Context: an optimization exercise on an open-source flow, tuned for small area, a short achievable clock period and few clock cycles. The choices shown serve that exercise and are no tape-out recipe. RTL that was checked went through simulation tests only; none was proved equivalent to the original.

== main ==
// minilab_top
module minilab_top (
  input  logic        CLOCK_50,
  input  logic        KEY,
  input  logic [9:0]  SW,
  output logic        LEDR,
  output logic [6:0]  HEX0,
  output logic [6:0]  HEX1,
  output logic [6:0]  HEX2,
  output logic [6:0]  HEX3,
  output logic [6:0]  HEX4,
  output logic [6:0]  HEX5,
  output logic        mem_read,
  output logic [31:0] mem_address,
  input  logic [63:0] mem_readdata,
  input  logic        mem_readdatavalid,
  input  logic        mem_waitrequest
);
Size: roughly 1800 cells after synthesis, about 270 flip-flops, about 150 I/O pins.
==> module hex_seg3, before the edit <==
module hex_seg3 (
  input  logic [2:0] nib,
  input  logic       show,
  output logic [6:0] seg
);
  logic [6:0] s;
  always_comb begin
    case (nib)
      3'h0:    s = 7'b1000000;
      3'h1:    s = 7'b1111001;
      3'h2:    s = 7'b0100100;
      3'h3:    s = 7'b0110000;
      3'h4:    s = 7'b0011001;
      3'h5:    s = 7'b0010010;
      3'h6:    s = 7'b0000010;
      default: s = 7'b1111000;
    endcase
  end
  assign seg = show ? s : 7'b1111111;
endmodule
==> module minilab_top, before the edit <==
module minilab_top (
  input  logic        CLOCK_50,
  input  logic        KEY,
  input  logic [9:0]  SW,
  output logic        LEDR,
  output logic [6:0]  HEX0,
  output logic [6:0]  HEX1,
  output logic [6:0]  HEX2,
  output logic [6:0]  HEX3,
  output logic [6:0]  HEX4,
  output logic [6:0]  HEX5,
  output logic        mem_read,
  output logic [31:0] mem_address,
  input  logic [63:0] mem_readdata,
  input  logic        mem_readdatavalid,
  input  logic        mem_waitrequest
);
  localparam int RW = 19;
  logic [3:0]  rd_cnt;     
  logic [3:0]  rsp_cnt;    
  logic        row_vld;    
  logic [63:0] b_q;        
  logic        done;
  logic [RW-1:0] res [7];
  assign mem_read    = (rd_cnt != 4'd9);
  assign mem_address = {28'd0, rd_cnt};
  always_ff @(posedge CLOCK_50 or negedge KEY) begin
    if (!KEY) begin
      rd_cnt  <= '0;
      rsp_cnt <= '0;
      row_vld <= 1'b0;
    end else begin
      if (mem_read && !mem_waitrequest) rd_cnt <= rd_cnt + 4'd1;
      if (mem_readdatavalid) rsp_cnt <= rsp_cnt + 4'd1;
      row_vld <= mem_readdatavalid && (rsp_cnt != 4'd0);
    end
  end
  assign done = (rsp_cnt == 4'd9) && !row_vld;
  logic [RW-1:0] dot;
  dot8 u_dot (.clk(CLOCK_50), .a(mem_readdata), .b(b_q), .y(dot));
  always_ff @(posedge CLOCK_50) begin
    if (mem_readdatavalid && rsp_cnt == 4'd0) b_q <= mem_readdata;
    else if (row_vld && rsp_cnt == 4'd9) b_q[RW-1:0] <= dot;
  end
  always_ff @(posedge CLOCK_50) begin
    for (int i = 0; i < 7; i++)
      if (row_vld && rsp_cnt == 4'(i + 2)) res[i] <= dot;
  end
  assign LEDR = done;
  logic [7:0]    oh;
  logic [RW-1:0] sel;
  logic          show;
  always_comb begin
    for (int r = 0; r < 8; r++) oh[r] = (SW[3:1] == 3'(r));
    sel = '0;
    for (int r = 0; r < 7; r++) sel = sel | (res[r] & {RW{oh[r]}});
    sel = sel | (b_q[RW-1:0] & {RW{oh[7]}});
  end
  assign show = done && SW[0];
  hex_seg u_h0 (.nib(sel[3:0]),           .show(show), .seg(HEX0));
  hex_seg u_h1 (.nib(sel[7:4]),           .show(show), .seg(HEX1));
  hex_seg u_h2 (.nib(sel[11:8]),          .show(show), .seg(HEX2));
  hex_seg u_h3 (.nib(sel[15:12]),         .show(show), .seg(HEX3));
  hex_seg3 u_h4 (.nib(sel[18:16]), .show(show), .seg(HEX4));
  assign HEX5 = show ? 7'b1000000 : 7'b1111111;
endmodule
==> flow/config.mk <==
export PLATFORM = sky130hd
export DESIGN_NAME = minilab_top
export DESIGN_NICKNAME = minilab_top
export VERILOG_FILES = /design/flow/design.v
export SDC_FILE = /design/flow/constraint.sdc
export NUM_CORES = 4
export LEC_CHECK = 0
export ABC_CLOCK_PERIOD_IN_PS = 4700
export CAP_MARGIN = 20
export CORE_MARGIN = 2
export CORE_UTILIZATION = 40
export SETUP_SLACK_MARGIN = 3.3
export SLEW_MARGIN = 20
export SYNTH_HIERARCHICAL = 1
==> flow/constraint.sdc <==
create_clock -name core_clock -period 8.0 [get_ports {CLOCK_50}]
set_input_delay 1.6000 -clock core_clock [delete_from_list [all_inputs] [get_ports {CLOCK_50}]]
set_output_delay 1.6000 -clock core_clock [all_outputs]
set_load 0.01 [all_outputs]
run.sh (not shown) runs the stock make flow with config.mk's settings and CLKGATE_MAP_FILE= SYNTH_SCRIPT=/design/flow/synth_recipe.tcl, a recipe that flattens the netlist after the stock synthesis.
What the feature branch does differently from main at the input level:
diff --git a/flow/design.v b/flow/design.v
--- a/flow/design.v
+++ b/flow/design.v
@@ -1647,28 +1647,8 @@
     endcase
   end
   assign seg = show ? s : 7'b1111111;
 endmodule
-module hex_seg3 (
-  input  logic [2:0] nib,
-  input  logic       show,
-  output logic [6:0] seg
-);
-  logic [6:0] s;
-  always_comb begin
-    case (nib)
-      3'h0:    s = 7'b1000000;
-      3'h1:    s = 7'b1111001;
-      3'h2:    s = 7'b0100100;
-      3'h3:    s = 7'b0110000;
-      3'h4:    s = 7'b0011001;
-      3'h5:    s = 7'b0010010;
-      3'h6:    s = 7'b0000010;
-      default: s = 7'b1111000;
-    endcase
-  end
-  assign seg = show ? s : 7'b1111111;
-endmodule
 `timescale 1ns/1ps
 module minilab_top (
   input  logic        CLOCK_50,
   input  logic        KEY,
@@ -1731,7 +1711,7 @@
   hex_seg u_h0 (.nib(sel[3:0]),           .show(show), .seg(HEX0));
   hex_seg u_h1 (.nib(sel[7:4]),           .show(show), .seg(HEX1));
   hex_seg u_h2 (.nib(sel[11:8]),          .show(show), .seg(HEX2));
   hex_seg u_h3 (.nib(sel[15:12]),         .show(show), .seg(HEX3));
-  hex_seg3 u_h4 (.nib(sel[18:16]), .show(show), .seg(HEX4));
+  hex_seg u_h4 (.nib({1'b0, sel[18:16]}), .show(show), .seg(HEX4));
   assign HEX5 = show ? 7'b1000000 : 7'b1111111;
 endmodule
## What came out
The number of inserted diodes of the feature branch falls short of that of main by 1. Compared with main, the feature branch shows a lower area added between synthesis and finish. Clock period minus worst slack for the feature branch is lower than for main. The feature branch -> main: post-synthesis xor/xnor area fraction flat. For the final hold slack, the feature branch came in 22 ps higher than main did.
Testbench counts of the feature branch, summed over its fixed seeds: cycles 2,661.
Only the layout flow was run in main; the RTL was not checked for function there.

========
Setup of before:
Another version of the RTL of minilab_top (not shown whole).
Size: ~150 I/O pins.
==> module minilab_top, before the edit <==
module minilab_top (
  input  logic        CLOCK_50,
  input  logic        KEY,
  input  logic [9:0]  SW,
  output logic        LEDR,
  output logic [6:0]  HEX0,
  output logic [6:0]  HEX1,
  output logic [6:0]  HEX2,
  output logic [6:0]  HEX3,
  output logic [6:0]  HEX4,
  output logic [6:0]  HEX5,
  output logic        mem_read,
  output logic [31:0] mem_address,
  input  logic [63:0] mem_readdata,
  input  logic        mem_readdatavalid,
  input  logic        mem_waitrequest
);
  localparam int RW = 19;
  logic [3:0]  rd_cnt;     
  logic [3:0]  rsp_cnt;    
  logic        row_vld;    
  logic [2:0]  row_idx;
  logic [63:0] b_q;
  logic        done;
  logic [RW-1:0] res [8];
  assign mem_read    = (rd_cnt != 4'd9);
  assign mem_address = {28'd0, rd_cnt};
  always_ff @(posedge CLOCK_50 or negedge KEY) begin
    if (!KEY) begin
      rd_cnt  <= '0;
      rsp_cnt <= '0;
      row_vld <= 1'b0;
      row_idx <= '0;
      done    <= 1'b0;
    end else begin
      if (mem_read && !mem_waitrequest) rd_cnt <= rd_cnt + 4'd1;
      if (mem_readdatavalid) rsp_cnt <= rsp_cnt + 4'd1;
      row_vld <= mem_readdatavalid && (rsp_cnt != 4'd0);
      row_idx <= 3'(rsp_cnt - 4'd1);
      if (row_vld && row_idx == 3'd7) done <= 1'b1;
    end
  end
  always_ff @(posedge CLOCK_50) begin
    if (mem_readdatavalid && rsp_cnt == 4'd0) b_q <= mem_readdata;
  end
  logic [RW-1:0] dot;
  dot8 u_dot (.clk(CLOCK_50), .a(mem_readdata), .b(b_q), .y(dot));
  always_ff @(posedge CLOCK_50) begin
    for (int i = 0; i < 8; i++)
      if (row_vld && row_idx == 3'(i)) res[i] <= dot;
  end
  assign LEDR = done;
  logic [7:0]    oh;
  logic [RW-1:0] sel;
  logic          show;
  always_comb begin
    for (int r = 0; r < 8; r++) oh[r] = (SW[3:1] == 3'(r));
    sel = '0;
    for (int r = 0; r < 8; r++) sel = sel | (res[r] & {RW{oh[r]}});
  end
  assign show = done && SW[0];
  hex_seg u_h0 (.nib(sel[3:0]),           .show(show), .seg(HEX0));
  hex_seg u_h1 (.nib(sel[7:4]),           .show(show), .seg(HEX1));
  hex_seg u_h2 (.nib(sel[11:8]),          .show(show), .seg(HEX2));
  hex_seg u_h3 (.nib(sel[15:12]),         .show(show), .seg(HEX3));
  hex_seg u_h4 (.nib({1'b0, sel[18:16]}), .show(show), .seg(HEX4));
  assign HEX5 = show ? 7'b1000000 : 7'b1111111;
endmodule
Settings: LEC_CHECK=0, ABC_CLOCK_PERIOD_IN_PS=4700, CAP_MARGIN=20, CORE_MARGIN=2, CORE_UTILIZATION=40, SETUP_SLACK_MARGIN=3.3, SLEW_MARGIN=20, SYNTH_HIERARCHICAL=1; clock period 8.0 ns.
Testbench counts of before, summed over its fixed seeds: cycles 2,661.
Changes in after relative to before:
--- a/flow/design.v
+++ b/flow/design.v
@@ -1648,6 +1648,20 @@
   end
   assign seg = show ? s : 7'b1111111;
 endmodule
+module row_dec (
+  input  logic [2:0] row,
+  output logic [7:0] oh
+);
+  always_comb
+    for (int r = 0; r < 8; r++) oh[r] = (row == 3'(r));
+endmodule
+module sel_bit (
+  input  logic [7:0] oh,
+  input  logic [7:0] col,
+  output logic       o
+);
+  assign o = |(oh & col);
+endmodule
 `timescale 1ns/1ps
 module minilab_top (
   input  logic        CLOCK_50,
@@ -1670,10 +1684,9 @@
   logic [3:0]  rd_cnt;     
   logic [3:0]  rsp_cnt;    
   logic        row_vld;    
-  logic [2:0]  row_idx;
-  logic [63:0] b_q;
+  logic [63:0] b_q;        
   logic        done;
-  logic [RW-1:0] res [8];
+  logic [RW-1:0] res [7];
   assign mem_read    = (rd_cnt != 4'd9);
   assign mem_address = {28'd0, rd_cnt};
   always_ff @(posedge CLOCK_50 or negedge KEY) begin
@@ -1681,33 +1694,35 @@
       rd_cnt  <= '0;
       rsp_cnt <= '0;
       row_vld <= 1'b0;
-      row_idx <= '0;
-      done    <= 1'b0;
     end else begin
       if (mem_read && !mem_waitrequest) rd_cnt <= rd_cnt + 4'd1;
       if (mem_readdatavalid) rsp_cnt <= rsp_cnt + 4'd1;
       row_vld <= mem_readdatavalid && (rsp_cnt != 4'd0);
-      row_idx <= 3'(rsp_cnt - 4'd1);
-      if (row_vld && row_idx == 3'd7) done <= 1'b1;
     end
   end
+  assign done = (rsp_cnt == 4'd9) && !row_vld;
+  logic [RW-1:0] dot;
+  dot8 u_dot (.clk(CLOCK_50), .a(mem_readdata), .b(b_q), .y(dot));
   always_ff @(posedge CLOCK_50) begin
     if (mem_readdatavalid && rsp_cnt == 4'd0) b_q <= mem_readdata;
+    else if (row_vld && rsp_cnt == 4'd9) b_q[RW-1:0] <= dot;
   end
-  logic [RW-1:0] dot;
-  dot8 u_dot (.clk(CLOCK_50), .a(mem_readdata), .b(b_q), .y(dot));
   always_ff @(posedge CLOCK_50) begin
-    for (int i = 0; i < 8; i++)
-      if (row_vld && row_idx == 3'(i)) res[i] <= dot;
+    for (int i = 0; i < 7; i++)
+      if (row_vld && rsp_cnt == 4'(i + 2)) res[i] <= dot;
   end
   assign LEDR = done;
   logic [7:0]    oh;
   logic [RW-1:0] sel;
   logic          show;
-  always_comb begin
-    for (int r = 0; r < 8; r++) oh[r] = (SW[3:1] == 3'(r));
-    sel = '0;
-    for (int r = 0; r < 8; r++) sel = sel | (res[r] & {RW{oh[r]}});
+  row_dec u_dec (.row(SW[3:1]), .oh(oh));
+  for (genvar b = 0; b < RW; b++) begin : g_sel
+    logic [7:0] col;
+    always_comb begin
+      for (int r = 0; r < 7; r++) col[r] = res[r][b];
+      col[7] = b_q[b];
+    end
+    sel_bit u_sel (.oh(oh), .col(col), .o(sel[b]));
   end
   assign show = done && SW[0];
   hex_seg u_h0 (.nib(sel[3:0]),           .show(show), .seg(HEX0));
==> notes.md <==
- Sort after and before by synthesis-to-layout area growth, ascending, and before comes first.
- Re HPWL after detailed placement: after and before aren't equal, and the higher value belongs to after.
- Comparing after against before, there is no change at all in global route total overflow.
- The lower post-placement setup slack came out of after.
- Between before and after, fraction of cell area in non-clock buffers increased.
- Re post-placement cell count: after and before aren't equal, and the higher value belongs to after.
- The lower synthesized area of after and before is in after.
No functional check of the RTL was part of after.

[what the ideal ports hide]
The results above use ideal ports. As a check the final layouts listed here were re-extracted and re-timed, cells and wires unchanged.
Step 1: set_driving_cell puts a clkbuf_16 on CLOCK_50 and a buf_2 on each other input, an assumption about the parent block.
Step 2 adds t to the input delays and takes it off the output delays; t is the mean of the earliest and latest rising clock arrival at the registers after step 1. Input paths then give back, and output paths get back, about the clock's delay inside the block.
a / b / c = ideal ports / drivers / drivers and shift; a / b = the first two.
run | shift t [ns] | setup WS [ns] | worst hold slack (ns) | worst setup path at the end | slew at the worst register clock pin (ns)
main | 0.649 | 2.830 / 2.705 / 2.705 | 0.493 / 0.493 / 0.493 | input to output | 0.07 / 0.07
the feature branch | 0.648 | 2.906 / 2.668 / 2.668 | 0.515 / 0.515 / 0.515 | input to output | 0.06 / 0.06
before | 0.605 | 2.926 / 2.669 / 2.669 | 0.489 / 0.489 / 0.489 | input to output | 0.06 / 0.06
after | 0.631 | 2.867 / 2.755 / 2.732 | 0.555 / 0.555 / 0.555 | input to register | 0.07 / 0.07
After both steps every run listed still meets setup and hold. The setup slack of before, which loses most, moves by -0.257 ns with the drivers and by -0.257 ns with both steps.
